From an optimization exercise on the open Yosys and OpenROAD flow, aimed at small area, a short achievable clock period and few clock cycles per item; shortcuts taken in it are not production practice.
The RTL was checked by simulation tests, not by an equivalence proof against the original design.
Power and IR drop assume default switching activity.

Setup of v13:
// ack_retransmit_tracker
module ack_retransmit_tracker #(
   parameter int SLOTS = art_pkg::SLOTS_DEFAULT
) (
   input  wire logic                   clock,
   input  wire logic                   reset,
   input  wire logic                   req_valid,
   output wire logic                   req_ready,
   input  wire logic [art_pkg::OP_W-1:0]        req_op,
   input  wire logic [art_pkg::SEQ_W-1:0]       req_seq,
   input  wire logic                   req_is_bye,
   output wire logic                   rsp_valid,
   input  wire logic                   rsp_ready,
   output wire logic [art_pkg::KIND_W-1:0]      rsp_kind,
   output wire logic [art_pkg::SLOT_W-1:0]      rsp_slot,
   output wire logic [art_pkg::SEQ_W-1:0]       rsp_seq_out,
   output wire logic [art_pkg::RETRY_W-1:0]     rsp_retry_count,
   output wire logic                   rsp_last,
   input  wire logic                   csr_valid,
   output wire logic                   csr_ready,
   input  wire logic [art_pkg::CSR_INDEX_W-1:0] csr_index,
   input  wire logic [art_pkg::CSR_DATA_W-1:0]  csr_data
);
   localparam int IW = (SLOTS > 1) ? $clog2(SLOTS) : 1;
   localparam int SW = art_pkg::SEQ_W;
   localparam int AW = art_pkg::AGE_W;
   localparam int RW = art_pkg::RETRY_W;
   localparam int KW = art_pkg::KIND_W;
   localparam int GW = AW + 1;           
   function automatic logic [SLOTS-1:0] lowest(input logic [SLOTS-1:0] v);
      logic seen;
      seen = 1'b0;
      for (int i = 0; i < SLOTS; i++) begin
         lowest[i] = v[i] && !seen;
         seen      = seen || v[i];
      end
   endfunction
   function automatic logic [IW-1:0] enc(input logic [SLOTS-1:0] oh);
      enc = '0;
      for (int i = 0; i < SLOTS; i++) if (oh[i]) enc = enc | IW'(i);
   endfunction
   function automatic logic geq(input logic [AW-1:0] a, input logic [AW-1:0] b);
      logic [AW-1:0] g, e;
      for (int i = 0; i < AW; i++) begin
         g[i] = a[i] && !b[i];
         e[i] = !(a[i] ^ b[i]);
      end
      for (int w = 1; w < AW; w = w * 2) begin
         for (int i = 0; i + w < AW; i = i + 2 * w) begin
            g[i] = g[i + w] || (e[i + w] && g[i]);
            e[i] = e[i + w] && e[i];
         end
      end
      geq = g[0] || e[0];
   endfunction
   function automatic logic geq_r(input logic [RW-1:0] a, input logic [RW-1:0] b);
      logic [RW-1:0] g, e;
      for (int i = 0; i < RW; i++) begin
  ...
For scale: roughly 3900 cells after synthesis, ~930 flip-flops, about 47000 um2 of cells after synthesis.
Settings: LEC_CHECK=0, CAP_MARGIN=20, CORE_MARGIN=2, CORE_UTILIZATION=55, PLACE_DENSITY=0.65, SETUP_SLACK_MARGIN=3.5, SLEW_MARGIN=20; clock period 7.0 ns.
run.sh (not shown) runs the stock make flow with config.mk's settings and CLKGATE_MAP_FILE= SYNTH_SCRIPT=/design/flow/synth_recipe.tcl, a recipe that flattens the netlist after the stock synthesis.
Testbench counts of v13, summed over its fixed seeds: cycles 4,882, items 3,200.
### v13 -> v44
Settings: CORE_UTILIZATION now 40, was 55; SETUP_SLACK_MARGIN now 3.7, was 3.5; PLACE_DENSITY now 0.5, was 0.65.
### Flow results
v44 does better than v13 on fmax.
The antenna diode count reported for v44 is smaller than that of v13 by 1.
v44 ends up with a number of post-CTS setup repair buffers that is about 140% higher than in v13.
The origin of the worst setup path comes out rsp_ready in one run and rq_seq[3] in the other, namely in v13 and v44 respectively.
## Diff of input files: v7 against v44
Settings: PLACE_DENSITY now 0.6, was 0.5; CORE_UTILIZATION now 50, was 40.
Findings:
v7 finished every stage and its layout cleared the timing, DRC and antenna checks.
Looking at combinational power share, v7 sits above v44.
Against v44, v7 comes in 0.9 points lower on part of the total power dissipated in the clock network.
v44 → v7: maximum VDD drop went up, global-route wire length before repair went down, die outline area went down.
Here is what was changed in the inputs of v51 compared with v7.
Settings: CORE_UTILIZATION changed from 50 to 40; CTS_BUF_LIST newly set to sky130_fd_sc_hd__clkbuf_8; CTS_CLUSTER_DIAMETER newly set to 50; CTS_CLUSTER_SIZE newly set to 20; PLACE_DENSITY changed from 0.6 to 0.5.
### Flow results
As far as final sequential cell count goes, v7 and v51 are indistinguishable; the numbers are identical.
Of v51 and v7, the higher maximum fanout encountered on the critical timing path belongs to v7.
Layout buffer count excluding clock buffers ends up higher on v7.
Final period utilization: v51 vs v7 down 2.5 points


## job 5500
ack_retransmit_tracker again, from the RTL that the note above started with.
export LEC_CHECK = 0
export CAP_MARGIN = 20
export CORE_MARGIN = 2
export CORE_UTILIZATION = 40
export CTS_BUF_LIST = sky130_fd_sc_hd__clkbuf_8
export CTS_CLUSTER_DIAMETER = 50
export CTS_CLUSTER_SIZE = 20
export PLACE_DENSITY = 0.5
export SETUP_SLACK_MARGIN = 3.9
export SLEW_MARGIN = 20
create_clock -name core_clock -period 7.0 [get_ports {clock}]
Testbench counts of job 5500, summed over its fixed seeds: cycles 4,882, items 3,200.
Setup changes, job 5500 to job 4049
# job 5500
export LEC_CHECK = 0
export CAP_MARGIN = 20
export CORE_MARGIN = 2
export CORE_UTILIZATION = 40
export CTS_BUF_LIST = sky130_fd_sc_hd__clkbuf_8
export CTS_CLUSTER_DIAMETER = 50
export CTS_CLUSTER_SIZE = 20
export PLACE_DENSITY = 0.5
export SETUP_SLACK_MARGIN = 3.9
export SLEW_MARGIN = 20
create_clock -name core_clock -period 7.0 [get_ports {clock}]
# job 4049
export LEC_CHECK = 0
export CAP_MARGIN = 20
export CORE_MARGIN = 2
export CORE_UTILIZATION = 40
export PLACE_DENSITY = 0.5
export SETUP_SLACK_MARGIN = 3.5
export SLEW_MARGIN = 20
create_clock -name core_clock -period 7.0 [get_ports {clock}]
### Flow results
Job 5500 finished end to end and its layout was clean on timing, DRC and antenna. Job 4049 finished every stage and its layout cleared the timing, DRC and antenna checks. Max freq job 5500 -> job 4049: degraded. Job 5500 was larger in final cell area than job 4049. In the flow results for job 4049 and job 5500, the register share of total power is larger on job 5500. Compared to job 5500, job 4049 has clock network fraction of total power 5.1 points higher. Job 5500 vs job 4049, critical setup path kind: flop to flop vs input pin to flop. The run showing the greater number of iterations in the first detailed-routing pass is job 5500. Job 4049 vs job 5500: clock skew down in job 4049.
Changes in job 3423 relative to job 4049:
# job 4049
export LEC_CHECK = 0
export CAP_MARGIN = 20
export CORE_MARGIN = 2
export CORE_UTILIZATION = 40
export PLACE_DENSITY = 0.5
export SETUP_SLACK_MARGIN = 3.5
export SLEW_MARGIN = 20
create_clock -name core_clock -period 7.0 [get_ports {clock}]
# job 3423
export LEC_CHECK = 0
export CAP_MARGIN = 20
export CORE_MARGIN = 2
export CORE_UTILIZATION = 40
export CTS_BUF_LIST = sky130_fd_sc_hd__clkbuf_8
export CTS_CLUSTER_DIAMETER = 50
export CTS_CLUSTER_SIZE = 20
export PLACE_DENSITY = 0.5
export SETUP_SLACK_MARGIN = 3.5
export SLEW_MARGIN = 20
create_clock -name core_clock -period 7.0 [get_ports {clock}]
### Flow results
Re global-route usage: job 4049 was higher than job 3423. Compared with job 4049, job 3423 shows a shortest clock period the worst path allows after layout that is 0.053 ns higher. In job 3423 relative to job 4049, per-cell via count in the routed design had gone down slightly.

[re-timing with driven ports]
How much do the figures lean on ideal ports? The routed layouts below were timed once more, with nothing changed but the port constraints. Step 1 assumes that a clkbuf_16 drives the clock port and a buf_2 every other input. Step 2 also shifts input and output timing later by t, the mid clock arrival at the registers, as if the neighbouring blocks saw the same clock. Three values: no drivers, after step 1, after step 2; two values: the first two.
run | shift t [ns] | slack for setup (ns) | worst setup path after step 2 | pins driven straight from the clock port
v13 | 0.740 | 3.452 / 3.499 / 2.758 | input to register | 1
v44 | 0.784 | 3.666 / 3.666 / 2.969 | input to register | 1
v7 | 0.770 | 3.464 / 3.438 / 3.024 | input to register | 1
v51 | 0.903 | 3.643 / 3.643 / 2.893 | input to register | 1
job 5500 | 0.885 | 3.654 / 3.654 / 3.064 | input to register | 1
job 4049 | 0.780 | 3.487 / 3.532 / 2.756 | input to register | 1
job 3423 | 0.896 | 3.433 / 3.475 / 2.579 | input to register | 1
After both steps every run listed still meets setup and hold. The setup slack of job 3423, which loses most, moves by +0.042 ns with the drivers and by -0.854 ns with both steps.
